This design comes from an exercise in tuning for a short achievable clock period on the open sky130 flow, not from production work. Only simulation tests tie the RTL to the original design; equivalence was not proved. The flow treats the clock pin as an ideal source, which a real chip does not have. Power is estimated from default activity; no workload was simulated.

### flow/config.mk
export PLATFORM = sky130hd
export DESIGN_NAME = aipTop
export DESIGN_NICKNAME = aipTop
export VERILOG_FILES = /design/flow/design.v
export SDC_FILE = /design/flow/constraint.sdc
export NUM_CORES = 4
export LEC_CHECK = 0
export CAP_MARGIN = 20
export CORE_MARGIN = 2
export CORE_UTILIZATION = 40
export SETUP_SLACK_MARGIN = 1.5
export SLEW_MARGIN = 20
export SYNTH_HIERARCHICAL = 1
export SYNTH_MINIMUM_KEEP_SIZE = 0
### flow/constraint.sdc
create_clock -name core_clock -period 4.0 [get_ports {clk}]
set_input_delay 0.8000 -clock core_clock [delete_from_list [all_inputs] [get_ports {clk}]]
set_output_delay 0.8000 -clock core_clock [all_outputs]
set_load 0.01 [all_outputs]
### flow/design.v
`default_nettype none
package aipPkg;
  localparam int DataWidth   = 32;
  localparam int ConfigWidth = 5;
  localparam int StatusWidth = 8;
  localparam int MemAddrMax  = 16;
  localparam logic [DataWidth-1:0] IpId = 32'h1000500A;
  localparam logic [ConfigWidth-1:0] CfgMemIn0Data = 5'd0;
  localparam logic [ConfigWidth-1:0] CfgMemIn0Addr = 5'd1;
  localparam logic [ConfigWidth-1:0] CfgMemIn1Data = 5'd2;
  localparam logic [ConfigWidth-1:0] CfgMemIn1Addr = 5'd3;
  localparam logic [ConfigWidth-1:0] CfgMemOutData = 5'd4;
  localparam logic [ConfigWidth-1:0] CfgMemOutAddr = 5'd5;
  localparam logic [ConfigWidth-1:0] CfgConfData   = 5'd6;
  localparam logic [ConfigWidth-1:0] CfgConfAddr   = 5'd7;
  localparam logic [ConfigWidth-1:0] CfgStatus     = 5'd30;
  localparam logic [ConfigWidth-1:0] CfgId         = 5'd31;
  typedef struct packed {
    logic [MemAddrMax-1:0] rdAddrMemIn0;
    logic [MemAddrMax-1:0] rdAddrMemIn1;
    logic [DataWidth-1:0]  wrDataMemOut;
    logic [MemAddrMax-1:0] wrAddrMemOut;
    logic                  wrEnMemOut;
    logic                  busy;
    logic                  done;       
    logic [4:0]            padding;
  } coreReq_t;
  typedef struct packed {
    logic [DataWidth-1:0] rdDataMemIn0;
    logic [DataWidth-1:0] rdDataMemIn1;
    logic [DataWidth-1:0] confReg;
    logic                 start;
  } coreResp_t;
  typedef struct packed {
    logic [DataWidth-3*StatusWidth-1:0] zero;
    logic [StatusWidth-1:0]             mask;
    logic [StatusWidth-1:0]             pending;
    logic [StatusWidth-1:0]             coreStatus;   
  } statusRd_t;
  typedef struct packed {
    logic [DataWidth-3*StatusWidth-1:0] unusedHi;
    logic [StatusWidth-1:0]             newMask;
    logic [StatusWidth-1:0]             clearPending;   
    logic [StatusWidth-1:0]             unusedLo;
  } statusWr_t;
  typedef union packed {
    statusRd_t rd;
    statusWr_t wr;
  } statusWord_u;
endpackage
`default_nettype wire
`default_nettype none
module aipDec8 (
  input  logic [2:0] addr_i,
  output logic [7:0] sel_o
);
  always_comb begin
    for (int w = 0; w < 8; w++) sel_o[w] = (addr_i == 3'(w));
  end
endmodule
module aipRdDec (
  input  logic [4:0] code_i,
  output logic       memOut_o,
  output logic       status_o,
  output logic       id_o
);
  assign memOut_o = (code_i == 5'd4);
  assign status_o = (code_i == 5'd30);
  assign id_o     = (code_i == 5'd31);
endmodule
`default_nettype wire
`default_nettype none
import aipPkg::*;
module aipTop (
  input  logic                           clk,
  input  logic                           rst,
  input  logic                           en_i,
  input  logic [aipPkg::ConfigWidth-1:0] configAIP_i,
  input  logic [aipPkg::DataWidth-1:0]   dataInAIP_i,
  input  logic                           readAIP_i,
  input  logic                           writeAIP_i,
  input  logic                           startAIP_i,
  input  aipPkg::coreReq_t               coreReq_i,
  output logic [aipPkg::DataWidth-1:0]   dataOutAIP_o,
  output logic                           intAIP_o,
  output aipPkg::coreResp_t              coreResp_o
);
  logic in0Write, in0Load, in1Write, in1Load, outRead, outLoad, confWrite, statusWrite;
  assign in0Write    = writeAIP_i && (configAIP_i == CfgMemIn0Data);
  assign in0Load     = writeAIP_i && (configAIP_i == CfgMemIn0Addr);
  assign in1Write    = writeAIP_i && (configAIP_i == CfgMemIn1Data);
  assign in1Load     = writeAIP_i && (configAIP_i == CfgMemIn1Addr);
  assign outRead     = readAIP_i  && (configAIP_i == CfgMemOutData);
  assign outLoad     = writeAIP_i && (configAIP_i == CfgMemOutAddr);
  assign confWrite   = writeAIP_i && (configAIP_i == CfgConfData);
  assign statusWrite = writeAIP_i && (configAIP_i == CfgStatus);
  logic [2:0]  wrPtr0, wrPtr1;
  logic [15:0] rdPtrOH;     
  logic [15:0] rdPtrLdOH;   
  logic [15:0] rdPtrIncOH;
  assign rdPtrIncOH = {rdPtrOH[14:0], rdPtrOH[15]};
  always_comb begin
    for (int w = 0; w < 16; w++) rdPtrLdOH[w] = (dataInAIP_i[3:0] == 4'(w));
  end
  always_ff @(posedge clk or negedge rst) begin
    if (!rst) begin
      wrPtr0   <= '0;
      wrPtr1   <= '0;
      rdPtrOH  <= 16'h0001;
    end else if (en_i) begin
      if (in0Load)       wrPtr0 <= dataInAIP_i[2:0];
      else if (in0Write) wrPtr0 <= wrPtr0 + 3'd1;
      if (in1Load)       wrPtr1 <= dataInAIP_i[2:0];
      else if (in1Write) wrPtr1 <= wrPtr1 + 3'd1;
      if (outLoad)       rdPtrOH <= rdPtrLdOH;
      else if (outRead)  rdPtrOH <= rdPtrIncOH;
    end
  end
  logic [7:0][DataWidth-1:0]  memIn0;
  logic [7:0][DataWidth-1:0]  memIn1;
  logic [15:0][DataWidth-1:0] memOut;
  for (genvar w = 0; w < 8; w++) begin : g_memIn
    always_ff @(posedge clk) begin
      if (in0Write && wrPtr0 == 3'(w)) memIn0[w] <= dataInAIP_i;
      if (in1Write && wrPtr1 == 3'(w)) memIn1[w] <= dataInAIP_i;
    end
  end
  logic [15:0] wrOutOH;   
  always_comb begin
    for (int w = 0; w < 16; w++)
      wrOutOH[w] = coreReq_i.wrEnMemOut && (coreReq_i.wrAddrMemOut[3:0] == 4'(w));
  end
  for (genvar w = 0; w < 16; w++) begin : g_memOut
    always_ff @(posedge clk) begin
      if (wrOutOH[w]) memOut[w] <= coreReq_i.wrDataMemOut;
    end
  end
  logic [3:0][7:0] rdSel0, rdSel1;
  for (genvar l = 0; l < 4; l++) begin : g_rdLane
    aipDec8 rdDec0 (.addr_i(coreReq_i.rdAddrMemIn0[2:0]), .sel_o(rdSel0[l]));
    aipDec8 rdDec1 (.addr_i(coreReq_i.rdAddrMemIn1[2:0]), .sel_o(rdSel1[l]));
  end
  always_comb begin
    coreResp_o.rdDataMemIn0 = '0;
    coreResp_o.rdDataMemIn1 = '0;
    for (int b = 0; b < DataWidth; b++) begin
      for (int w = 0; w < 8; w++) begin
        coreResp_o.rdDataMemIn0[b] |= rdSel0[b/8][w] & memIn0[w][b];
        coreResp_o.rdDataMemIn1[b] |= rdSel1[b/8][w] & memIn1[w][b];
      end
    end
  end
  logic                 hitHold, hitInc, hitLd, hitZero;
  logic [DataWidth-1:0] rdHold, rdInc, rdLd;
  logic [DataWidth-1:0] candHold, candInc, candLd, candZero, memOutRd;
  assign hitHold = |(wrOutOH & rdPtrOH);
  assign hitInc  = |(wrOutOH & rdPtrIncOH);
  assign hitLd   = |(wrOutOH & rdPtrLdOH);
  assign hitZero = wrOutOH[0];
  always_comb begin
    rdHold = '0;
    rdInc  = '0;
    rdLd   = '0;
    for (int w = 0; w < 16; w++) begin
      rdHold |= {DataWidth{rdPtrOH[w]}}    & memOut[w];
      rdInc  |= {DataWidth{rdPtrIncOH[w]}} & memOut[w];
      rdLd   |= {DataWidth{rdPtrLdOH[w]}}  & memOut[w];
    end
  end
  assign candHold = hitHold ? coreReq_i.wrDataMemOut : rdHold;
  assign candInc  = hitInc  ? coreReq_i.wrDataMemOut : rdInc;
  assign candLd   = hitLd   ? coreReq_i.wrDataMemOut : rdLd;
  assign candZero = hitZero ? coreReq_i.wrDataMemOut : memOut[0];
  always_ff @(posedge clk) begin
    if (!rst)                   memOutRd <= candZero;
    else if (en_i && outLoad)   memOutRd <= candLd;
    else if (en_i && outRead)   memOutRd <= candInc;
    else                        memOutRd <= candHold;
  end
  logic [DataWidth-1:0] confReg;
  always_ff @(posedge clk or negedge rst) begin
    if (!rst)           confReg <= '0;
    else if (confWrite) confReg <= dataInAIP_i;
  end
  assign coreResp_o.confReg = confReg;
  assign coreResp_o.start   = startAIP_i;
  logic [StatusWidth-1:0] pending, pendingNext, mask, maskNext;
  logic                   intReg;
  assign pendingNext = (pending & ~(statusWrite ? dataInAIP_i[15:8] : 8'h00))
                     | {6'b0, coreReq_i.done, 1'b0};
  assign maskNext    = statusWrite ? dataInAIP_i[23:16] : mask;
  always_ff @(posedge clk or negedge rst) begin
    if (!rst) begin
      pending <= '0;
      mask    <= '0;
      intReg  <= 1'b0;
    end else begin
      pending <= pendingNext;
      mask    <= maskNext;
      intReg  <= |(pendingNext & maskNext);
    end
  end
  assign intAIP_o = intReg;
  logic [DataWidth-1:0] statusWord;
  logic [3:0] rdMemOut, rdStatus, rdId;
  for (genvar l = 0; l < 4; l++) begin : g_hostLane
    aipRdDec rdDec (.code_i(configAIP_i), .memOut_o(rdMemOut[l]), .status_o(rdStatus[l]),
                    .id_o(rdId[l]));
  end
  assign statusWord = {8'h00, mask, pending, 7'h00, coreReq_i.busy};
  always_comb begin
    for (int b = 0; b < DataWidth; b++)
      dataOutAIP_o[b] = (rdMemOut[b/8] & memOutRd[b]) | (rdStatus[b/8] & statusWord[b])
                      | (rdId[b/8] & IpId[b]);
  end
endmodule
`default_nettype wire
### flow/flow/run.sh
#!/bin/bash
# The standard layout, with an extra greedy sizing pass on the worst setup paths after CTS and
# after global routing (flow/post_cts.tcl, flow/post_grt.tcl, flow/sizer.tcl).
set -euo pipefail
W=$(pwd)
export GS_DIR=$W/flow
bash standard.sh POST_CTS_TCL=$W/flow/post_cts.tcl POST_GLOBAL_ROUTE_TCL=$W/flow/post_grt.tcl finish > $W/flow_make.log 2>&1
### flow/flow/post_cts.tcl
# Extra sizing pass after CTS: resize cells on the worst setup paths, then legalize.
source $::env(GS_DIR)/sizer.tcl
estimate_parasitics -placement
gs_run 40 30
detailed_placement
check_placement -verbose
estimate_parasitics -placement
### flow/flow/post_grt.tcl
# Extra sizing pass after global routing, on global-route parasitics, then legalize and
# reroute the nets that moved.
source $::env(GS_DIR)/sizer.tcl
global_route -start_incremental
estimate_parasitics -global_routing
gs_run 40 30
detailed_placement
global_route -end_incremental
check_placement -verbose
estimate_parasitics -global_routing
write_guides $::env(RESULTS_DIR)/route.guide
### flow/flow/sizer.tcl
# Greedy sizing of the cells on the worst setup paths: for each cell on the path, try every
# equivalent cell and keep the one giving the best worst slack.
# Cells the flow may not use (DONT_USE_CELLS patterns), never chosen here
if {![info exists ::gs_dont]} {
  set ::gs_dont {}
  if {[info exists ::env(DONT_USE_CELLS)]} {
    foreach pat $::env(DONT_USE_CELLS) {
      foreach c [get_lib_cells -quiet */$pat] { lappend ::gs_dont [get_name $c] }
    }
  }
}
proc gs_wns {} { return [expr {1e9*[sta::worst_slack_cmd max]}] }
proc gs_equivs {inst} {
  set cur [get_name [get_lib_cells -of_objects $inst]]
  if {![regexp {^(.*)_(\d+)$} $cur -> base n]} { return {} }
  set out {}
  foreach c [get_lib_cells */${base}_*] {
    set nm [get_name $c]
    if {[regexp "^${base}_\\d+\$" $nm] && [lsearch $::gs_dont $nm] < 0} { lappend out $nm }
  }
  return $out
}
proc gs_hold {} { return [expr {1e9*[sta::worst_slack_cmd min]}] }
proc gs_viol {} { return [expr {[sta::max_slew_violation_count] + [sta::max_capacitance_violation_count]}] }
set ::gs_rej_hold 0
set ::gs_rej_viol 0
proc gs_run {iters npaths} {
  set hold_floor [expr {min(0.0, [gs_hold])}]
  set viol0 [gs_viol]
  set idle 0
  for {set it 0} {$it < $iters} {incr it} {
    set w0 [gs_wns]
    set paths [find_timing_paths -path_delay max -group_path_count $npaths -sort_by_slack]
    set insts [dict create]
    foreach p $paths {
      set ep [get_full_name [get_property $p endpoint]]
      if {[string match *RESET_B $ep] || [string match *SET_B $ep]} continue
      if {[get_property $p slack] > $w0 + 0.3} continue
      foreach pin [[$p path] pins] {
        set inst [get_cells -of_objects $pin]
        if {$inst eq "NULL" || $inst eq ""} continue
        set nm [get_full_name $inst]
        if {![dict exists $insts $nm]} { dict set insts $nm $inst }
      }
    }
    set improved 0
    dict for {nm inst} $insts {
      set cur [get_name [get_lib_cells -of_objects $inst]]
      if {[string match *clkbuf* $cur] || [string match *df* $cur] || [string match *dlyg* $cur] || [string match *dlymetal* $cur]} continue
      set best $cur; set bw [gs_wns]
      foreach c [gs_equivs $inst] {
        if {$c eq $cur} continue
        replace_cell $inst $c
        set w [gs_wns]
        if {$w > $bw + 0.001} {
          if {[gs_hold] < $hold_floor} { incr ::gs_rej_hold } elseif {[gs_viol] > $viol0} { incr ::gs_rej_viol } else { set bw $w; set best $c }
        }
      }
      replace_cell $inst $best
      if {$best ne $cur} { incr improved }
    }
    puts "gs iter $it wns [format %.4f $w0] -> [format %.4f [gs_wns]] changed $improved hold [format %.4f [gs_hold]] viol [gs_viol] rejected hold $::gs_rej_hold viol $::gs_rej_viol"
    if {$improved == 0} { incr idle } else { set idle 0 }
    if {$idle >= 2} break
  }
}
### flow/standard.sh
#!/bin/bash
# synth_recipe.tcl (not shown) runs the flow's synth.tcl, then flattens the netlist and writes it again
# the make line also repeats each setting of config.mk as NAME=value (left out here)
make -C /OpenROAD-flow-scripts/flow DESIGN_CONFIG=/design/flow/config.mk WORK_HOME=/design/flow/orfs CLKGATE_MAP_FILE= SYNTH_SCRIPT=/design/flow/synth_recipe.tcl "${@:-finish}"
==> reports/results.ini, run 1 <==
[floorplan]
ios=261
start_util=0.403
die_x_um=351
rows=127
die_h_um=351

[outcome]
status=did not finish
stop_stage=global routing (5_1_grt)
stop_error=[ERROR STA-2204] get_property _d0cda692fe7e0000_p_Instance _10da9a92fe7e0000_p_Instance is not an object.

[place]
place_inst=4973
place_ws_ps=148
place_congestion=0.882
dpl_cell_area_sq_mm=0.0539
hpwl_um=94500
port_buffers=215

[logic_synthesis]
yosys_warnings=10
syn_area_sq_mm=0.0482
postSynthCellCount=3236
avgSynthCellArea_sq_um=14.9
syn_nets=3379

[global_routing]
grt_max_degree=67
antenna_found_initial=14

[timing]
postGrtWorstEndpoint=coreResp_o[87]
worst-ep-kind=primary output

[clock_network]
clkSinkCount=1127

==> power by group through the flow <==
stage	Clock [mW]	Combinational [mW]	Sequential, mW
2_1_floorplan	0	3.05	13.7
3_3_place_gp	0	5.05	14.0
3_5_place_dp	0	5.07	14.0
==> worst min path at each step <==
stage	to	depth (start not counted)	start
global placement	confReg[10]	1	confReg[10]
floorplan	pending[1]	1	pending[1]
detailed placement	confReg[29]	1	confReg[29]
==> run 2: changes to the inputs <==
==> flow/flow/post_cts.tcl (replaced) <==
# Extra sizing pass after CTS: resize cells on the worst setup paths, then legalize.
source $::env(GS_DIR)/sizer.tcl
estimate_parasitics -placement
if {[catch {gs_run 40 30} err]} { puts "gs_run stopped: $err" }
detailed_placement
check_placement -verbose
estimate_parasitics -placement
--- a/flow/flow/post_grt.tcl
+++ b/flow/flow/post_grt.tcl
@@ -3,7 +3,7 @@
 source $::env(GS_DIR)/sizer.tcl
 global_route -start_incremental
 estimate_parasitics -global_routing
-gs_run 40 30
+if {[catch {gs_run 40 30} err]} { puts "gs_run stopped: $err" }
 detailed_placement
 global_route -end_incremental
 check_placement -verbose
--- a/flow/flow/sizer.tcl
+++ b/flow/flow/sizer.tcl
@@ -37,10 +37,10 @@
       if {[string match *RESET_B $ep] || [string match *SET_B $ep]} continue
       if {[get_property $p slack] > $w0 + 0.3} continue
       foreach pin [[$p path] pins] {
-        set inst [get_cells -of_objects $pin]
-        if {$inst eq "NULL" || $inst eq ""} continue
-        set nm [get_full_name $inst]
-        if {![dict exists $insts $nm]} { dict set insts $nm $inst }
+        foreach inst [get_cells -quiet -of_objects $pin] {
+          set nm [get_full_name $inst]
+          if {![dict exists $insts $nm]} { dict set insts $nm $inst }
+        }
       }
     }
     set improved 0
==> run 2 against run 1 <==
  * The run now finishes clean
  * Synthesized cell count stayed put
  * Synthesized area stayed put
==> reports/results.ini, run 2 <==
[worst_setup_path]
cp-end-kind=primary output
startpoint=coreReq_i[73]
cp_max_fo=8
r2r-start=rdPtrOH[10]
critPathKind=input pin to primary output
worstPathRequired_ps=3200
arrival_ps=2310
start_kind=input pin

[global_routing]
grt_pass1_wl_um=258000
grtUsageTotal=0.290
grt_max_degree=67
overflow=0
first_global_vias=35761
antenna_found_initial=14

[timing]
timing.fmax_ghz=0.321
slew_headroom=0.346
finalCritPeriodShare=0.778
tightest_slew_ps=980
maxSlewViolCount=0
skew_ps=18.0
finalCriticalPeriod_ps=3110
setup_viol=0
hold_viol=0
tns_ps=0
holdWs_ps=32.9

[drt]
first_pass_iters=9
avgRoutedWirePerCell_um=34.5
wirelength_um=185000
vias=37231
first_iter_violations=5414
via_per_inst=6.94
drc=0
ant_nets=0

[final_layout]
n_fill_cell=9862
largest_register=memOut
areaGrowthSynthToFinish_pct=27.1
layout-drive-gt1-share=0.290
largest_reg_flops=512
num-nets-final=3790
final_common_cell=edfxtp_1
mostFrequentLayoutCells=edfxtp_1, a22oi_1, a22o_1, a221oi_1, buf_4
largest_registers=memOut x512, memIn0 x256, memIn1 x256

[power]
leakagePower_nw=20.6
power_density_mw_per_mm2=502
vdd_drop_max_v=0.000439

[flow_run]
cap_violations=0

[place]
port_buffers=215  ; unchanged
place_congestion=0.882  ; unchanged
hpwl_um=94500  ; unchanged

[floorplan]
start_util=0.403  ; unchanged
rows=127  ; unchanged
die_h_um=351  ; unchanged
dieArea_sq_mm=0.123
fp.coreArea_sq_mm=0.120
ios=261  ; unchanged
die_x_um=351  ; unchanged

[clock_network]
clkLatencyLatePin_ps=730
path_clk_slew_ps=60
clkSinkCount=1127  ; unchanged
cts_tree=yes

[outcome]
status=timing/DRC/antenna clean

[logic_synthesis]
postSynthCellCount=3236  ; unchanged
syn_area_sq_mm=0.0482  ; unchanged
yosys_warnings=10  ; unchanged
avgSynthCellArea_sq_um=14.9  ; unchanged
syn_nets=3379  ; unchanged

[worst_hold_path]
hold_class=input pin to asynchronous set/reset pin

## run 2: stage by stage
| step | std cells | utilization | worst slack, ps | area, sq um | power [mW] |
|---|---|---|---|---|---|
| after global placement | 4973 | 0.450 | 172 | 53900 | 19.1 |
| after detailed placement | 4973 | 0.450 | 148 | 53900 | 19.1 |
| after floorplan | 3236 | - | 1030 | 48600 | 16.8 |
| final | 5368 | 0.512 | 887 | 61300 | 30.8 |
## run 2: layout make-up
| cell class | count | area, sq um | share of cell area |
|---|---|---|---|
| tap | 1612 | 2020 | 0.0329 |
| sequential | 1127 | 32900 | 0.536 |
| timing repair buffer | 586 | 6470 | 0.106 |
| antenna | 9 | 22.5 | 0.000367 |
| multi-input combinational | 1803 | 16000 | 0.260 |
| clock inverter | 71 | 860 | 0.0140 |
| inverter | 14 | 56.3 | 0.000918 |
| clock buffer | 146 | 3040 | 0.0496 |
## run 2: worst paths after layout
path | slack (ps) | depth (start not counted) | end
setup reg to reg | 1480 | 8 | memOutRd[8]
min in group core_clock | 450 | 1 | memIn1[0]
setup / recovery | 890 | 8 | coreResp_o[87]
hold reg to reg | 500 | 1 | confReg[0]
max in group asynchronous | 3120 | 2 | confReg[27]
hold / removal | 30 | 1 | wrPtr1[2]
## run 2: critical path: stages
cell and delay [ps]:
buf_12 120, buf_2 320, nor3b_4 90, buf_6 130, buf_6 130, a22oi_1 230
nand4_1 270, buf_1 210
## run 2: metal layers
metal  global-route usage  routed length, um  vias to the layer above
met5                    0                 81                        -
met4                0.137               9900                       14
met3               0.0837              24600                      781
met2                0.443              82400                     3168
met1                0.380              68300                    18482
li1                     -                  -                    14786
## run 2: report_power, final
| group | total, mW | internal (mW) | switching [mW] |
|---|---|---|---|
| sequential | 13.7 | 13.2 | 0.486 |
| combinational | 5.93 | 2.23 | 3.69 |
| clock | 11.1 | 6.45 | 4.69 |
==> run 3: changes to the inputs <==
==> flow/flow/run.sh (replaced) <==
#!/bin/bash
# The standard layout, with an extra greedy sizing pass on the worst setup paths after CTS and
# after global routing (flow/post_cts.tcl, flow/post_grt.tcl, flow/sizer.tcl), and pins grouped by
# function along the die edges (flow/io.tcl).
set -euo pipefail
W=$(pwd)
export GS_DIR=$W/flow
bash standard.sh IO_CONSTRAINTS=$W/flow/io.tcl POST_CTS_TCL=$W/flow/post_cts.tcl POST_GLOBAL_ROUTE_TCL=$W/flow/post_grt.tcl finish > $W/flow_make.log 2>&1
==> flow/flow/io.tcl (new file) <==
set_io_pin_constraint -group -order -region left:* -pin_names {coreResp_o[96] coreResp_o[95] coreResp_o[94] coreResp_o[93] coreResp_o[92] coreResp_o[91] coreResp_o[90] coreResp_o[89] coreResp_o[88] coreResp_o[87] coreResp_o[86] coreResp_o[85] coreResp_o[84] coreResp_o[83] coreResp_o[82] coreResp_o[81] coreReq_i[74] coreReq_i[73] coreReq_i[72] coreResp_o[80] coreResp_o[79] coreResp_o[78] coreResp_o[77] coreResp_o[76] coreResp_o[75] coreResp_o[74] coreResp_o[73] coreResp_o[72] coreResp_o[71] coreResp_o[70] coreResp_o[69] coreResp_o[68] coreResp_o[67] coreResp_o[66] coreResp_o[65]}
set_io_pin_constraint -group -order -region right:* -pin_names {coreResp_o[64] coreResp_o[63] coreResp_o[62] coreResp_o[61] coreResp_o[60] coreResp_o[59] coreResp_o[58] coreResp_o[57] coreResp_o[56] coreResp_o[55] coreResp_o[54] coreResp_o[53] coreResp_o[52] coreResp_o[51] coreResp_o[50] coreResp_o[49] coreReq_i[58] coreReq_i[57] coreReq_i[56] coreResp_o[48] coreResp_o[47] coreResp_o[46] coreResp_o[45] coreResp_o[44] coreResp_o[43] coreResp_o[42] coreResp_o[41] coreResp_o[40] coreResp_o[39] coreResp_o[38] coreResp_o[37] coreResp_o[36] coreResp_o[35] coreResp_o[34] coreResp_o[33]}
set_io_pin_constraint -group -order -region top:* -pin_names {dataOutAIP_o[31] dataOutAIP_o[30] dataOutAIP_o[29] dataOutAIP_o[28] dataOutAIP_o[27] dataOutAIP_o[26] dataOutAIP_o[25] dataOutAIP_o[24] dataOutAIP_o[23] dataOutAIP_o[22] dataOutAIP_o[21] dataOutAIP_o[20] dataOutAIP_o[19] dataOutAIP_o[18] dataOutAIP_o[17] dataOutAIP_o[16] configAIP_i[4] configAIP_i[3] configAIP_i[2] configAIP_i[1] configAIP_i[0] readAIP_i writeAIP_i en_i coreReq_i[6] intAIP_o dataOutAIP_o[15] dataOutAIP_o[14] dataOutAIP_o[13] dataOutAIP_o[12] dataOutAIP_o[11] dataOutAIP_o[10] dataOutAIP_o[9] dataOutAIP_o[8] dataOutAIP_o[7] dataOutAIP_o[6] dataOutAIP_o[5] dataOutAIP_o[4] dataOutAIP_o[3] dataOutAIP_o[2] dataOutAIP_o[1] dataOutAIP_o[0]}
==> flow/flow/post_cts.tcl (replaced) <==
# Extra sizing pass after CTS: resize cells on the worst setup paths, then legalize.
source $::env(GS_DIR)/sizer.tcl
estimate_parasitics -placement
gs_run 40 30
detailed_placement
check_placement -verbose
estimate_parasitics -placement
--- a/flow/flow/post_grt.tcl
+++ b/flow/flow/post_grt.tcl
@@ -3,7 +3,7 @@
 source $::env(GS_DIR)/sizer.tcl
 global_route -start_incremental
 estimate_parasitics -global_routing
-if {[catch {gs_run 40 30} err]} { puts "gs_run stopped: $err" }
+gs_run 40 30
 detailed_placement
 global_route -end_incremental
 check_placement -verbose
--- a/flow/flow/sizer.tcl
+++ b/flow/flow/sizer.tcl
@@ -37,10 +37,10 @@
       if {[string match *RESET_B $ep] || [string match *SET_B $ep]} continue
       if {[get_property $p slack] > $w0 + 0.3} continue
       foreach pin [[$p path] pins] {
-        foreach inst [get_cells -quiet -of_objects $pin] {
-          set nm [get_full_name $inst]
-          if {![dict exists $insts $nm]} { dict set insts $nm $inst }
-        }
+        set inst [get_cells -of_objects $pin]
+        if {$inst eq "NULL" || $inst eq ""} continue
+        set nm [get_full_name $inst]
+        if {![dict exists $insts $nm]} { dict set insts $nm $inst }
       }
     }
     set improved 0
==> run 3 against run 2 <==
  * Die area unchanged
  * Final area increased by 2.0%
  * Synthesized area unchanged
  * Sequential share of layout area decreased by 1.1 points
  * Via count increased by 2.4%
  * Still clean on timing, DRC and antenna
  * Sequential cell count unchanged
  * Synthesized cell count unchanged
  * Final cell count increased by 1.3%
  * Non-clock buffer count increased by 56
  * Count of clock-buffer cells in the layout unchanged
==> reports/results.ini, run 3 <==
[outcome]
status=timing/DRC/antenna clean

[worst_setup_path]
cp_top_family=buffers and inverters
reg2reg_slack_ps=1510  ; +30 ps
critPathSlowestCell=and3b_1
cp_num_buf_inv=5  ; unchanged
worstPathRequired_ps=3200  ; about the same
arrival_ps=2370  ; +60 ps
start_kind=input pin
cp_max_fo=8  ; unchanged
slowest_delay_ps=290  ; -30 ps
critPathKind=input pin to primary output
critical_path.cell_chain=buf_6 -> buf_6 -> buf_12 -> and3b_1 -> buf_1 -> a22oi_2 -> nand4_1 -> buf_2
crit_path_frequent_cell=buf_6
cp-end-kind=primary output

[global_routing]
grt_pass1_wl_um=272000  ; +5.3%
overflow=0  ; unchanged
grt_max_degree=67  ; unchanged
grtUsageTotal=0.310  ; +0.0202
first_global_vias=36117  ; +1.0%
antenna_found_initial=22  ; +8

[clock_network]
clkSinkCount=1127  ; unchanged
cts_tree=yes
path_clk_slew_ps=60  ; about the same
clkLatencyLatePin_ps=760  ; +30 ps

[final_layout]
fin_util=0.522  ; +0.0103
largest_register=memOut
areaGrowthSynthToFinish_pct=29.7
final_common_cell=edfxtp_1
postLayoutCellArea_sq_mm=0.0626  ; +2.0%
mostFrequentLayoutCells=edfxtp_1, a22oi_1, a22o_1, a221oi_1, buf_4
largest_registers=memOut x512, memIn0 x256, memIn1 x256
largest_reg_flops=512  ; unchanged
num-nets-final=3852  ; +1.6%
layout-drive-gt1-share=0.315  ; +0.0248
fin_cells=5436  ; +1.3%

[place]
port_buffers=215  ; unchanged
place_congestion=0.913  ; +3.5%
dpl_cell_area_sq_mm=0.0539  ; about the same
hpwl_um=104000  ; +9.6%
place_inst=4970  ; -0.060%
place_ws_ps=203  ; +54.4 ps

[drt]
via_per_inst=7.01  ; +1.1%
wirelength_um=199000  ; +7.1%
first_iter_violations=5960  ; +10%
ant_nets=0  ; unchanged
vias=38116  ; +2.4%
avgRoutedWirePerCell_um=36.5  ; +5.8%
drc=0  ; unchanged
first_pass_iters=8  ; -1

[logic_synthesis]
avgSynthCellArea_sq_um=14.9  ; unchanged
postSynthCellCount=3236  ; unchanged
syn_area_sq_mm=0.0482  ; unchanged
yosys_warnings=10  ; unchanged
syn_nets=3379  ; unchanged

[timing]
finalCritPeriodShare=0.793  ; +0.0146
tns_ps=0  ; unchanged
tightest_slew_ps=1200  ; +222 ps
slew_headroom=0.199  ; -0.148
hold_viol=0  ; unchanged
skew_ps=64.1  ; +46.1 ps
timing.fmax_ghz=0.315  ; -1.8%
setup_viol=0  ; unchanged
maxSlewViolCount=0  ; unchanged
finalCriticalPeriod_ps=3170  ; +58.2 ps
holdWs_ps=153  ; +120 ps
timing.final.ws_setup_ps=828  ; -58.2 ps

[floorplan]
dieArea_sq_mm=0.123  ; unchanged
fp.coreArea_sq_mm=0.120  ; unchanged
rows=127  ; unchanged
start_util=0.403  ; unchanged
ios=261  ; unchanged
die_h_um=351  ; unchanged
die_x_um=351  ; unchanged

[power]
power_density_mw_per_mm2=501  ; -0.23%
vdd_drop_max_v=0.000568  ; +29%
leakagePower_nw=21.2  ; +2.6%
power_mw=31.3  ; +1.8%

[flow_run]
cap_violations=0  ; unchanged

[worst_hold_path]
hold_class=input pin to asynchronous set/reset pin

==> run 3: cell count changes in the layout (fill, tap and decap cells not counted), moves of 6 or more <==
| cell | before | now |
|---|---|---|
| a22oi_2 | 153 | 166 |
| nor3b_4 | 9 | 16 |
| buf_4 | 170 | 195 |
| a22oi_1 | 307 | 294 |
| a211oi_2 | 1 | 9 |
| buf_6 | 145 | 151 |
| clkbuf_8 | 5 | 12 |
| a211oi_1 | 22 | 14 |
| o22ai_1 | 36 | 22 |
| o22ai_2 | 0 | 14 |
| clkbuf_1 | 26 | 19 |
| buf_12 | 78 | 93 |
==> run 3: final cells by class <==
class,instances,area [sq um]
Fill cell,9823,57300
Multi-Input combinational cell,1808,16300
Sequential cell,1127,32900
Tap cell,1612,2020
Antenna cell,13,32.5
Inverter,14,52.6
Timing Repair Buffer,642,7260
Clock inverter,74,865
Clock buffer,146,3130
==> run 3: metal layers <==
metal | share of wire | up-vias | track usage | wire length (um)
met5 | 0.00038 | - | 0.000785 | 76
met4 | 0.058 | 10 | 0.153 | 11500
met3 | 0.14 | 795 | 0.0926 | 27800
met2 | 0.42 | 3326 | 0.444 | 83200
met1 | 0.38 | 19049 | 0.427 | 76000
li1 | - | 14936 | - | -
==> run 3: power breakdown <==
part	switching, mW	internal [mW]	total (mW)
combinational	3.90	2.40	6.31
sequential	0.570	13.2	13.8
clock	4.85	6.37	11.2
==> run 3: worst paths after layout <==
kind / start / endpoint / cells past startpoint
worst min register to register: confReg[29] / confReg[29] / 1
worst max-delay path: coreReq_i[74] / coreResp_o[77] / 8
worst min-delay path: rst / rdPtrOH[6] / 1
worst max register to register: rdPtrOH[6] / memOutRd[8] / 9
min in group core_clock: dataInAIP_i[0] / memIn1[32] / 1
max in group asynchronous: rst / confReg[4] / 2
==> run 3: worst reg2reg max path: cells and delay by family, from the launching register on <==
family	cells	cell delay, ps
AO/OA/AOI/OAI	3	520
buffers and inverters	2	270
flip-flops	1	480
multiplexers	1	460
AND/OR/NAND/NOR	3	600
==> run 4: changes to the inputs <==
==> flow/flow/run.sh (replaced) <==
#!/bin/bash
# The standard layout, with an extra greedy sizing pass on the worst setup paths after CTS
# (flow/post_cts.tcl, flow/sizer.tcl).
set -euo pipefail
W=$(pwd)
export GS_DIR=$W/flow
bash standard.sh POST_CTS_TCL=$W/flow/post_cts.tcl finish > $W/flow_make.log 2>&1
==> flow/flow/post_cts.tcl (replaced) <==
# Extra sizing pass after CTS, on placement parasitics: resize cells on the worst setup paths,
# then legalize.
source $::env(GS_DIR)/sizer.tcl
estimate_parasitics -placement
if {[catch {gs_run 20 400 0.4} err]} { puts "gs_run stopped: $err" }
detailed_placement
check_placement -verbose
estimate_parasitics -placement
puts "after sizing and legalizing: wns [gs_wns] hold [gs_hold]"
==> flow/flow/sizer.tcl (replaced) <==
# Greedy sizing of the cells on the worst setup paths. For each cell on those paths, try every
# cell of the same function (other drive strengths) and keep the one that most improves the
# worst slack through the cell, without lowering the design's worst setup slack, its worst hold
# slack below min(0, start) or adding max-slew/max-capacitance violations.
if {![info exists ::gs_dont]} {
  set ::gs_dont {}
  if {[info exists ::env(DONT_USE_CELLS)]} {
    foreach pat $::env(DONT_USE_CELLS) {
      foreach c [get_lib_cells -quiet */$pat] { lappend ::gs_dont [get_name $c] }
    }
  }
}
set ::gs_reest ""
proc gs_update {} { if {$::gs_reest ne ""} { estimate_parasitics $::gs_reest } }
proc gs_wns {} { return [expr {1e9*[sta::worst_slack_cmd max]}] }
proc gs_hold {} { return [expr {1e9*[sta::worst_slack_cmd min]}] }
proc gs_viol {} { return [expr {[sta::max_slew_violation_count] + [sta::max_capacitance_violation_count]}] }
proc gs_equivs {inst} {
  set cur [get_name [get_lib_cells -of_objects $inst]]
  if {![regexp {^(.*)_(\d+)$} $cur -> base n]} { return {} }
  set out {}
  foreach c [get_lib_cells */${base}_*] {
    set nm [get_name $c]
    if {[regexp "^${base}_\\d+\$" $nm] && [lsearch $::gs_dont $nm] < 0} { lappend out $nm }
  }
  return $out
}
proc gs_local {inst} {
  set s 1e9
  foreach p [get_pins -quiet -of_objects $inst -filter "direction==output"] {
    set v [get_property $p slack_max]
    if {$v ne "" && $v < $s} { set s $v }
  }
  return $s
}
proc gs_run {iters npaths window} {
  set hold_floor [expr {min(0.0, [gs_hold])}]
  set viol0 [gs_viol]
  set idle 0
  for {set it 0} {$it < $iters} {incr it} {
    set w0 [gs_wns]
    set paths [find_timing_paths -path_delay max -group_path_count $npaths -endpoint_path_count 1 -sort_by_slack]
    set insts [dict create]
    foreach p $paths {
      set ep [get_full_name [get_property $p endpoint]]
      if {[string match *RESET_B $ep] || [string match *SET_B $ep]} continue
      if {[get_property $p slack] > $w0 + $window} continue
      foreach pin [[$p path] pins] {
        foreach inst [get_cells -quiet -of_objects $pin] {
          set nm [get_full_name $inst]
          if {![dict exists $insts $nm]} { dict set insts $nm $inst }
        }
      }
    }
    set improved 0
    dict for {nm inst} $insts {
      set cur [get_name [get_lib_cells -of_objects $inst]]
      if {[string match *clkbuf* $cur] || [string match *df* $cur] || [string match *dly* $cur]} continue
      set best $cur
      set bl [gs_local $inst]
      set bw [gs_wns]
      foreach c [gs_equivs $inst] {
        if {$c eq $cur} continue
        replace_cell $inst $c
        gs_update
        set w [gs_wns]
        set l [gs_local $inst]
        if {$w >= $bw - 0.0005 && ($l > $bl + 0.002 || $w > $bw + 0.001)} {
          if {[gs_hold] >= $hold_floor && [gs_viol] <= $viol0} { set bw $w; set bl $l; set best $c }
        }
      }
      replace_cell $inst $best
      gs_update
      if {$best ne $cur} { incr improved }
    }
    puts "gs iter $it paths [llength $paths] cells [dict size $insts] wns [format %.4f $w0] -> [format %.4f [gs_wns]] changed $improved hold [format %.4f [gs_hold]]"
    if {$improved == 0} { incr idle } else { set idle 0 }
    if {$idle >= 2} break
  }
}
removed: flow/flow/io.tcl
removed: flow/flow/post_grt.tcl
==> run 4 against run 3 <==
  * Utilization decreased by 0.41 points
  * Final area shrank 0.79%
  * Synthesized cell count is the same
  * Via count decreased by 2.2%
  * Register-to-register slack worse by 40 ps
  * Non-clock buffer count decreased by 47
  * Sequential cell count did not move
  * Final cell count shrank 1.1%
  * Wire length down 6.1%
  * Critical path type unchanged
  * Largest cell class unchanged
==> reports/results.ini, run 4 <==
[outcome]
status=timing/DRC/antenna clean

[timing]
timing.fmax_ghz=0.341  ; +8.1%
maxSlewViolCount=0  ; unchanged
grt_setup_unrepaired=yes
slew_headroom=0.352  ; +0.154
skew_ps=18.1  ; -46.0 ps
setup_viol=0  ; unchanged
hold_viol=0  ; unchanged
finalCriticalPeriod_ps=2930  ; -239 ps
finalCritPeriodShare=0.733  ; -0.0597
tns_ps=0  ; unchanged
tightest_slew_ps=971  ; -231 ps

[global_routing]
grtUsageTotal=0.292  ; -0.0181
grt_max_degree=67  ; unchanged
grt_use_met1=0.380  ; -0.0477
grt-busiest-layer=met2
met3_usage=0.0871  ; -0.00550
grt_pass1_wl_um=260000  ; -4.4%
globalRouteMet2Util=0.447  ; +0.00225
overflow=0  ; unchanged
first_global_vias=35989  ; -0.35%
antenna_found_initial=14  ; -36%

[clock_network]
clkSinkCount=1127  ; unchanged
cts_tree=yes
clkLatencyLatePin_ps=720  ; -40 ps
path_clk_slew_ps=60  ; about the same

[logic_synthesis]
syn_nets=3379  ; unchanged
yosys_warnings=10  ; unchanged
postSynthCellCount=3236  ; unchanged
avgSynthCellArea_sq_um=14.9  ; unchanged
syn_area_sq_mm=0.0482  ; unchanged

[drt]
vias=37289  ; -2.2%
via_per_inst=6.94  ; -1.0%
ant_nets=0  ; unchanged
avgRoutedWirePerCell_um=34.7  ; -5.0%
wirelength_um=187000  ; -6.1%
drc=0  ; unchanged
first_pass_iters=7  ; -1
first_iter_violations=6142  ; +3.1%

[flow_run]
cap_violations=0  ; unchanged

[power]
power_density_mw_per_mm2=498  ; -0.49%
power_mw=30.9  ; -1.3%
vdd_drop_max_v=0.000443  ; -22%
leakagePower_nw=21.1  ; -0.12%

[worst_hold_path]
hold_class=input pin to asynchronous set/reset pin

[floorplan]
dieArea_sq_mm=0.123  ; unchanged
start_util=0.403  ; unchanged
rows=127  ; unchanged
ios=261  ; unchanged
fp.coreArea_sq_mm=0.120  ; unchanged
die_x_um=351  ; unchanged
die_h_um=351  ; unchanged

[final_layout]
layout-drive-gt1-share=0.310  ; -0.00524
mostFrequentLayoutCells=edfxtp_1, a221oi_1, a22o_1, a22oi_1, buf_6
n_fill_cell=9769  ; -0.55%
num-nets-final=3799  ; -1.4%
largest_register=memOut
largest_registers=memOut x512, memIn0 x256, memIn1 x256
largest_reg_flops=512  ; unchanged
final_common_cell=edfxtp_1
areaGrowthSynthToFinish_pct=28.7

[place]
port_buffers=215  ; unchanged
hpwl_um=94500  ; -8.7%
place_congestion=0.882  ; -3.4%

[worst_setup_path]
cp_max_fo=5  ; -3
worstPathRequired_ps=3200  ; about the same
critPathKind=input pin to primary output
cp-end-kind=primary output
start_kind=input pin
arrival_ps=2130  ; -240 ps

run 4: changes by cell type in the layout (fill, tap and decap cells not counted), sizes merged:
cell,change
and3,-4
buf,-45
clkdlybuf4s50,-4
and2,-1
diode,-7
bufinv,+4
clkinvlp,-1
clkbuf,-2
clkinv,-6
dlymetal6s2s,+3
dlygate4sd2,+1
run 4: metrics by stage:
step	instance area [sq um]	worst slack, ps	util	instances	hold slack [ps]
finish	62100	1070	0.518	5374	29.7
global route	62100	1040	0.518	5370	27.4
detailed placement	53900	148	0.450	4973	495
global placement	53900	172	0.450	4973	489
floorplan	48600	1030	-	3236	470
run 4: critical path, stage by stage:
cell and delay, ps:
buf_12 120, buf_12 140, buf_6 110, buf_6 110
nor3_4 190, buf_6 150, buf_6 100, a22oi_2 70
nand4_1 160, buf_2 170
run 4: path summary, 6_finish.rpt:
path | endpoint | slack (ps) | cells after the start | start
worst max register to register | memOutRd[6] | 1470 | 9 | rdPtrOH[12]
max in group asynchronous | confReg[27] | 3110 | 2 | rst
worst min-delay path | wrPtr1[2] | 30 | 1 | rst
min in group core_clock | memIn1[0] | 460 | 1 | dataInAIP_i[0]
worst max-delay path | coreResp_o[41] | 1070 | 10 | coreReq_i[58]
worst min register to register | confReg[0] | 500 | 1 | confReg[0]
run 4: where the power goes:
group / internal, mW / switching (mW)
logic: 2.31 / 3.75
clock network: 6.45 / 4.69
registers: 13.2 / 0.490
run 4: layout make-up:
class,instances,area [sq um],share of cell area
clock inverter,71,860,0.0138
inverter,14,56.3,0.000907
clock buffer,146,3040,0.0490
multi-input combinational,1803,16500,0.267
tap,1612,2020,0.0325
sequential,1127,32900,0.530
antenna,6,15.0,0.000242
timing repair buffer,595,6640,0.107
run 4: per-layer routing:
| metal | vias to the layer above | part of all wire | wire length [um] |
|---|---|---|---|
| li1 | 14808 | - | - |
| met1 | 18515 | 0.36 | 67800 |
| met2 | 3144 | 0.44 | 82700 |
| met3 | 812 | 0.14 | 25500 |
| met4 | 10 | 0.056 | 10500 |
| met5 | - | 0.00029 | 55 |
==> run 5: changes to the inputs <==
--- a/flow/design.v
+++ b/flow/design.v
@@ -135,8 +135,8 @@
       if (wrOutOH[w]) memOut[w] <= coreReq_i.wrDataMemOut;
     end
   end
-  logic [3:0][7:0] rdSel0, rdSel1;
-  for (genvar l = 0; l < 4; l++) begin : g_rdLane
+  logic [15:0][7:0] rdSel0, rdSel1;
+  for (genvar l = 0; l < 16; l++) begin : g_rdLane
     aipDec8 rdDec0 (.addr_i(coreReq_i.rdAddrMemIn0[2:0]), .sel_o(rdSel0[l]));
     aipDec8 rdDec1 (.addr_i(coreReq_i.rdAddrMemIn1[2:0]), .sel_o(rdSel1[l]));
   end
@@ -145,8 +145,8 @@
     coreResp_o.rdDataMemIn1 = '0;
     for (int b = 0; b < DataWidth; b++) begin
       for (int w = 0; w < 8; w++) begin
-        coreResp_o.rdDataMemIn0[b] |= rdSel0[b/8][w] & memIn0[w][b];
-        coreResp_o.rdDataMemIn1[b] |= rdSel1[b/8][w] & memIn1[w][b];
+        coreResp_o.rdDataMemIn0[b] |= rdSel0[b/2][w] & memIn0[w][b];
+        coreResp_o.rdDataMemIn1[b] |= rdSel1[b/2][w] & memIn1[w][b];
       end
     end
   end
@@ -202,16 +202,16 @@
   end
   assign intAIP_o = intReg;
   logic [DataWidth-1:0] statusWord;
-  logic [3:0] rdMemOut, rdStatus, rdId;
-  for (genvar l = 0; l < 4; l++) begin : g_hostLane
+  logic [15:0] rdMemOut, rdStatus, rdId;
+  for (genvar l = 0; l < 16; l++) begin : g_hostLane
     aipRdDec rdDec (.code_i(configAIP_i), .memOut_o(rdMemOut[l]), .status_o(rdStatus[l]),
                     .id_o(rdId[l]));
   end
   assign statusWord = {8'h00, mask, pending, 7'h00, coreReq_i.busy};
   always_comb begin
     for (int b = 0; b < DataWidth; b++)
-      dataOutAIP_o[b] = (rdMemOut[b/8] & memOutRd[b]) | (rdStatus[b/8] & statusWord[b])
-                      | (rdId[b/8] & IpId[b]);
+      dataOutAIP_o[b] = (rdMemOut[b/2] & memOutRd[b]) | (rdStatus[b/2] & statusWord[b])
+                      | (rdId[b/2] & IpId[b]);
   end
 endmodule
 `default_nettype wire
==> flow/flow/run.sh (replaced) <==
#!/bin/bash
# The standard layout, with an extra greedy sizing pass on the worst setup paths after global
# routing (flow/post_grt.tcl, flow/sizer.tcl).
set -euo pipefail
W=$(pwd)
export GS_DIR=$W/flow
bash standard.sh POST_GLOBAL_ROUTE_TCL=$W/flow/post_grt.tcl finish > $W/flow_make.log 2>&1
==> flow/flow/post_grt.tcl (new file) <==
# Extra sizing pass after global routing. Each trial re-estimates the global-route parasitics, so
# the sizes are chosen on the same wires the router made. Then legalize, reroute the nets that
# moved and rewrite the guides for detailed routing.
source $::env(GS_DIR)/sizer.tcl
set ::gs_reest -global_routing
estimate_parasitics -global_routing
puts "before sizing: wns [gs_wns] hold [gs_hold]"
if {[catch {gs_run 4 400 0.2} err]} { puts "gs_run stopped: $err" }
if {[gs_hold] < 0.0} { repair_timing -hold -hold_margin 0.0 }
global_route -start_incremental
detailed_placement
global_route -end_incremental
check_placement -verbose
estimate_parasitics -global_routing
puts "after sizing and legalizing: wns [gs_wns] hold [gs_hold]"
write_guides $::env(RESULTS_DIR)/route.guide
--- a/flow/flow/sizer.tcl
+++ b/flow/flow/sizer.tcl
@@ -11,6 +11,7 @@
   }
 }
 set ::gs_reest ""
+set ::gs_steps {-1 1 2}
 proc gs_update {} { if {$::gs_reest ne ""} { estimate_parasitics $::gs_reest } }
 proc gs_wns {} { return [expr {1e9*[sta::worst_slack_cmd max]}] }
 proc gs_hold {} { return [expr {1e9*[sta::worst_slack_cmd min]}] }
@@ -18,10 +19,18 @@
 proc gs_equivs {inst} {
   set cur [get_name [get_lib_cells -of_objects $inst]]
   if {![regexp {^(.*)_(\d+)$} $cur -> base n]} { return {} }
-  set out {}
+  set all {}
   foreach c [get_lib_cells */${base}_*] {
     set nm [get_name $c]
-    if {[regexp "^${base}_\\d+\$" $nm] && [lsearch $::gs_dont $nm] < 0} { lappend out $nm }
+    if {[regexp "^${base}_(\\d+)\$" $nm -> k] && [lsearch $::gs_dont $nm] < 0} { lappend all [list $k $nm] }
+  }
+  set all [lsort -integer -index 0 $all]
+  set pos -1
+  for {set k 0} {$k < [llength $all]} {incr k} { if {[lindex $all $k 1] eq $cur} { set pos $k } }
+  set out {}
+  foreach d $::gs_steps {
+    set k [expr {$pos + $d}]
+    if {$pos >= 0 && $k >= 0 && $k < [llength $all]} { lappend out [lindex $all $k 1] }
   }
   return $out
 }
removed: flow/flow/post_cts.tcl
==> run 5 against run 4 <==
  * Still clean on timing, DRC and antenna
  * Synthesized cell count grew 5.7%
  * Maximum frequency grew 8.3%
  * Critical path depth is 4 lower
  * Clock power about the same
  * Die area rose by 3.2%
  * Non-clock buffer count down 15
  * Sequential share of layout area down 4.0 points
  * Wire length is 6.3% higher
  * Via count grew 6.5%
  * Highest routed layer unchanged
==> reports/results.ini, run 5 <==
[place]
place_congestion=0.893  ; +1.3%
hpwl_um=97600  ; +3.2%
dpl_cell_area_sq_mm=0.0554  ; +2.9%
port_buffers=215  ; unchanged

[clock_network]
h-tree-depth=3
clkSinkCount=1127  ; unchanged
cts-resized-gates=894
ctsHoldBuffers=0
clk_path_buf_depth=3
clkLatencyLatePin_ps=750  ; +30 ps
cts_setup_buffers=61
clockRootBuffer=clkbuf_16
cts_tree=yes
cts_buffers=116
path_clk_slew_ps=60  ; about the same

[floorplan]
die_h_um=357  ; +1.6%
fp.coreArea_sq_mm=0.124  ; +3.2%
start_util=0.403  ; about the same
ios=261  ; unchanged
die_x_um=357  ; +1.6%
rows=129  ; +1.6%
dieArea_sq_mm=0.127  ; +3.2%

[global_routing]
grt_pass1_wl_um=268000  ; +3.3%
overflow=0  ; unchanged
first_global_vias=38307  ; +6.4%
grt_max_degree=63  ; -6.0%
grtUsageTotal=0.288  ; -0.00375
antenna_found_initial=14  ; unchanged

[outcome]
status=timing/DRC/antenna clean

[timing]
finalCriticalPeriod_ps=2710  ; -224 ps
slew_headroom=0.360  ; +0.00786
tns_ps=0  ; unchanged
finalCritPeriodShare=0.677  ; -0.0560
hold_viol=0  ; unchanged
maxSlewViolCount=0  ; unchanged
setup_viol=0  ; unchanged
timing.fmax_ghz=0.369  ; +8.3%
tightest_slew_ps=960  ; -11.8 ps
skew_ps=36.8  ; +18.8 ps

[drt]
ant_nets=0  ; unchanged
via_per_inst=7.05  ; +1.6%
wirelength_um=198000  ; +6.3%
drc=0  ; unchanged
avgRoutedWirePerCell_um=35.2  ; +1.3%
vias=39724  ; +6.5%
first_iter_violations=6231  ; +1.4%
first_pass_iters=7  ; unchanged

[power]
combPwrFrac=0.201  ; +0.005
vdd_drop_max_v=0.000359  ; -19%
power_density_mw_per_mm2=470  ; -5.8%
switching_share=0.292  ; +0.00295
leakagePower_nw=23.4  ; +11%
p_sw_mw=9.20  ; +3.0%
p_int_mw=22.3  ; +1.5%
pwr-share-seq=0.439  ; -0.005
pwr-share-clk=0.360  ; about the same
power_mw=31.5  ; +1.9%

[final_layout]
fin_util=0.543  ; +0.0250
largest_reg_flops=512  ; unchanged
postLayoutCellArea_sq_mm=0.0671  ; +8.2%
largest_register=memOut
n_fill_cell=9583  ; -1.9%
layout-drive-gt1-share=0.365  ; +0.0551
areaGrowthSynthToFinish_pct=34.8
mostFrequentLayoutCells=edfxtp_1, a22oi_1, a22o_1, a221oi_1, buf_4
num-nets-final=4035  ; +6.2%
largest_registers=memOut x512, memIn0 x256, memIn1 x256
final_common_cell=edfxtp_1

[worst_setup_path]
start_kind=input pin
arrival_ps=1910  ; -220 ps
cp_max_fo=7  ; +2
worstRegToRegCells=8  ; -1
critPathKind=input pin to primary output
worstPathRequired_ps=3200  ; about the same
cp-end-kind=primary output
rr_endpoint=memOutRd[25]
r2r-start=rdPtrOH[0]
reg2reg_slack_ps=1480  ; about the same

[logic_synthesis]
postSynthCellCount=3421  ; +5.7%
syn_area_sq_mm=0.0498  ; +3.3%
yosys_warnings=10  ; unchanged
syn_nets=3564  ; +5.5%
avgSynthCellArea_sq_um=14.6  ; -2.3%

[flow_run]
cap_violations=0  ; unchanged

[worst_hold_path]
hold_class=input pin to asynchronous set/reset pin

==> run 5: area by class of cell <==
class | instances | area [sq um] | area share
antenna | 6 | 15.0 | 0.000224
clock buffer | 140 | 3040 | 0.0453
clock inverter | 80 | 936 | 0.0139
inverter | 16 | 60.1 | 0.000895
multi-input combinational | 2051 | 20800 | 0.309
sequential | 1127 | 32900 | 0.490
tap | 1637 | 2050 | 0.0305
timing repair buffer | 580 | 7370 | 0.110
==> run 5: layer usage <==
| metal | GRT usage | wire length (um) |
|---|---|---|
| met4 | 0.151 | 13500 |
| met5 | 0 | 65 |
| met3 | 0.0821 | 24700 |
| met2 | 0.448 | 89000 |
| met1 | 0.366 | 70900 |
==> run 5: worst max-delay path by stage <==
stage / startpoint / endpoint / slack, ps
3_5_place_dp: coreReq_i[10] / memOutRd[0] / 110
2_1_floorplan: coreReq_i[9] / memOutRd[10] / 1000
3_3_place_gp: coreReq_i[10] / memOutRd[0] / 110
4_1_cts: configAIP_i[3] / dataOutAIP_o[12] / 1250
6_report: coreReq_i[73] / coreResp_o[77] / 1290
==> run 5: power by group through the flow <==
| stage | Combinational, mW | Sequential [mW] | Clock, mW |
|---|---|---|---|
| 3_5_place_dp | 4.89 | 14.2 | 0 |
| 6_report | 6.35 | 13.8 | 11.3 |
| 4_1_cts | 5.50 | 13.8 | 11.4 |
| 3_3_place_gp | 4.87 | 14.2 | 0 |
| 2_1_floorplan | 3.03 | 13.7 | 0 |
==> run 5: worst max-delay path, stage by stage <==
cell	delay (ps)
clkbuf_16	160
buf_12	130
and3b_2	230
a22oi_1	280
nand4_4	150
buf_6	150
==> run 5: stage by stage <==
stage | setup slack (ps) | std cells | hold slack (ps)
final | 1290 | 5637 | 104
after CTS | 1250 | 5555 | 72.1
after detailed placement | 109 | 5231 | 493
after global placement | 108 | 5231 | 486
after floorplan | 998 | 3421 | 470
==> run 6: changes to the inputs <==
--- a/flow/flow/post_grt.tcl
+++ b/flow/flow/post_grt.tcl
@@ -5,7 +5,7 @@
 set ::gs_reest -global_routing
 estimate_parasitics -global_routing
 puts "before sizing: wns [gs_wns] hold [gs_hold]"
-if {[catch {gs_run 4 400 0.2} err]} { puts "gs_run stopped: $err" }
+if {[catch {gs_run 5 500 0.25} err]} { puts "gs_run stopped: $err" }
 if {[gs_hold] < 0.0} { repair_timing -hold -hold_margin 0.0 }
 global_route -start_incremental
 detailed_placement
--- a/flow/flow/sizer.tcl
+++ b/flow/flow/sizer.tcl
@@ -11,7 +11,7 @@
   }
 }
 set ::gs_reest ""
-set ::gs_steps {-1 1 2}
+set ::gs_steps {-1 1 2 3}
 proc gs_update {} { if {$::gs_reest ne ""} { estimate_parasitics $::gs_reest } }
 proc gs_wns {} { return [expr {1e9*[sta::worst_slack_cmd max]}] }
 proc gs_hold {} { return [expr {1e9*[sta::worst_slack_cmd min]}] }
==> run 6 against run 5 <==
  * Sequential cell count stayed put
  * Global-route usage stayed put
  * Combinational power is 2% higher
  * Still clean on timing, DRC and antenna
  * Non-clock buffer count stayed put
  * Sequential share of layout area is 0.31 points lower
  * Critical endpoint is now coreResp_o[88]
  * Total power is 0.38% higher
  * Critical path type unchanged
==> reports/results.ini, run 6 <==
[timing]
finalCriticalPeriod_ps=2730  ; +24.0 ps
tns_ps=0  ; unchanged
tightest_slew_ps=923  ; -37.0 ps
hold_viol=0  ; unchanged
timing.fmax_ghz=0.366  ; -0.88%
finalCritPeriodShare=0.683  ; +0.00600
setup_viol=0  ; unchanged
skew_ps=32.5  ; -4.37 ps
slew_headroom=0.385  ; +0.0247
maxSlewViolCount=0  ; unchanged

[final_layout]
multi_input_area_sq_mm=0.0211  ; +1.6%
seq_area_sq_mm=0.0329  ; unchanged
largest_register=memOut
mostFrequentLayoutCells=edfxtp_1, a22oi_1, a22o_1, a221oi_1, buf_4
areaGrowthSynthToFinish_pct=35.6
final_common_cell=edfxtp_1
largest_reg_flops=512  ; unchanged
n_fill_cell=9526  ; -0.59%
layout-drive-gt1-share=0.371  ; +0.00576
postLayoutCellArea_sq_mm=0.0676  ; +0.64%
num-nets-final=4035  ; unchanged
largest_registers=memOut x512, memIn0 x256, memIn1 x256

[drt]
avgRoutedWirePerCell_um=35.2  ; +0.10%
ant_nets=0  ; unchanged
wl_met3_um=25100  ; +1.5%
met1Wirelength_um=70700  ; -0.33%
first_pass_iters=9  ; +2
met2WireLength_um=89700  ; +0.89%
drc=0  ; unchanged
top_layer_used=met5
vias=39683  ; -0.10%
wirelength_um=198000  ; +0.10%
first_iter_violations=6261  ; +0.48%
via_per_inst=7.04  ; -0.10%

[floorplan]
dieArea_sq_mm=0.127  ; unchanged
die_h_um=357  ; unchanged
start_util=0.403  ; unchanged
fp.coreArea_sq_mm=0.124  ; unchanged
rows=129  ; unchanged
die_x_um=357  ; unchanged
ios=261  ; unchanged

[worst_setup_path]
cp-end-kind=primary output
arrival_ps=1930  ; +20 ps
worstRegToRegCells=6  ; -2
reg2reg_slack_ps=1530  ; +50 ps
critPathKind=input pin to primary output
rr_endpoint=memOutRd[8]
startpoint=coreReq_i[74]
worstPathRequired_ps=3200  ; about the same
worstSetupEndpoint=coreResp_o[88]
r2r-start=rdPtrOH[11]
start_kind=input pin
cp_max_fo=11  ; +4

[clock_network]
clkSinkCount=1127  ; unchanged
cts_tree=yes
clkLatencyLatePin_ps=740  ; about the same
cts-resized-gates=894  ; unchanged
ctsHoldBuffers=0  ; unchanged
h-tree-depth=3  ; unchanged
cts_setup_buffers=61  ; unchanged
clk_path_buf_depth=3  ; unchanged
clockRootBuffer=clkbuf_16
cts_buffers=116  ; unchanged
path_clk_slew_ps=60  ; about the same

[power]
power_mw=31.7  ; +0.38%
leakagePower_nw=23.7  ; +0.96%
power_density_mw_per_mm2=469  ; -0.26%
vdd_drop_max_v=0.000356  ; -0.66%

[global_routing]
first_global_vias=38307  ; unchanged
overflow=0  ; unchanged
grt_max_degree=63  ; unchanged
grt_pass1_wl_um=268000  ; unchanged
grtUsageTotal=0.288  ; unchanged
antenna_found_initial=14  ; unchanged

[worst_hold_path]
hold_class=input pin to asynchronous set/reset pin

[logic_synthesis]
syn_nets=3564  ; unchanged
yosys_warnings=10  ; unchanged
syn_area_sq_mm=0.0498  ; unchanged
postSynthCellCount=3421  ; unchanged
avgSynthCellArea_sq_um=14.6  ; unchanged

[place]
dpl_cell_area_sq_mm=0.0554  ; unchanged
hpwl_um=97600  ; unchanged
place_congestion=0.893  ; unchanged
port_buffers=215  ; unchanged

[flow_run]
cap_violations=0  ; unchanged

[outcome]
status=timing/DRC/antenna clean

[run 6: area by class of cell]
cell class / instances / area share
antenna: 6 / 0.000222
clock buffer: 140 / 0.0450
clock inverter: 80 / 0.0139
inverter: 16 / 0.000889
multi-input combinational: 2051 / 0.312
sequential: 1127 / 0.487
tap: 1637 / 0.0303
timing repair buffer: 580 / 0.110
[run 6: metal layers]
metal	up-vias	track usage
met3	922	0.0821
met4	8	0.151
li1	15806	-
met1	19722	0.366
met2	3225	0.448
met5	-	0
[run 6: critical path, stage by stage]
cell     delay, ps
buf_12         130
buf_4          210
and3b_4        250
a22oi_4        230
nand4_4        130
buf_6          150
[run 6: metrics by stage]
step / setup WS [ps] / std cells / util / hold slack, ps
finish: 1270 / 5637 / 0.547 / 123
CTS: 1250 / 5555 / 0.507 / 72.1
detailed placement: 109 / 5231 / 0.448 / 493
global placement: 108 / 5231 / 0.448 / 486
floorplan: 998 / 3421 / - / 470
[run 6: how the worst min path moves through the flow]
stage                           start     endpoint  slack (ps)
final                             rst  confReg[25]         120
after CTS                         rst  confReg[24]          70
after detailed placement  confReg[15]  confReg[15]         490
after global placement    confReg[17]  confReg[17]         490
after floorplan            pending[1]   pending[1]         470
[run 6: report_power, final]
part	internal, mW	total, mW	switching (mW)
Sequential	13.2	13.8	0.607
Clock	6.55	11.4	4.80
Combinational	2.61	6.46	3.85

-- afterwards: timing with drivers on the ports --
How much do the figures lean on ideal ports? The routed layouts below were timed once more, with nothing changed but the port constraints.
Step 1: set_driving_cell puts a clkbuf_16 on clk and a buf_2 on each other input, an assumption about the parent block.
Step 2 also shifts input and output timing later by t, the mid clock arrival at the registers, as if the neighbouring blocks saw the same clock.
Slacks: ideal ports / drivers / drivers and shift; pairs: ideal ports / drivers.
run	t (ns)	setup slack, ns	clock arrival spread, ns	worst data-port slew with drivers (ns)	cell pins on the clock port's net
run 2	0.798	0.887 / 0.818 / 0.713	0.025 / 0.025	0.15	1
run 3	0.798	0.828 / 0.794 / 0.657	0.071 / 0.071	0.23	1
run 4	0.794	1.067 / 0.988 / 0.719	0.023 / 0.023	0.17	1
run 5	0.793	1.291 / 0.869 / 0.621	0.050 / 0.050	0.49	1
run 6	0.792	1.267 / 0.880 / 0.699	0.049 / 0.049	0.50	1
After both steps every run listed still meets setup and hold. The setup slack of run 5, which loses most, moves by -0.422 ns with the drivers and by -0.670 ns with both steps.
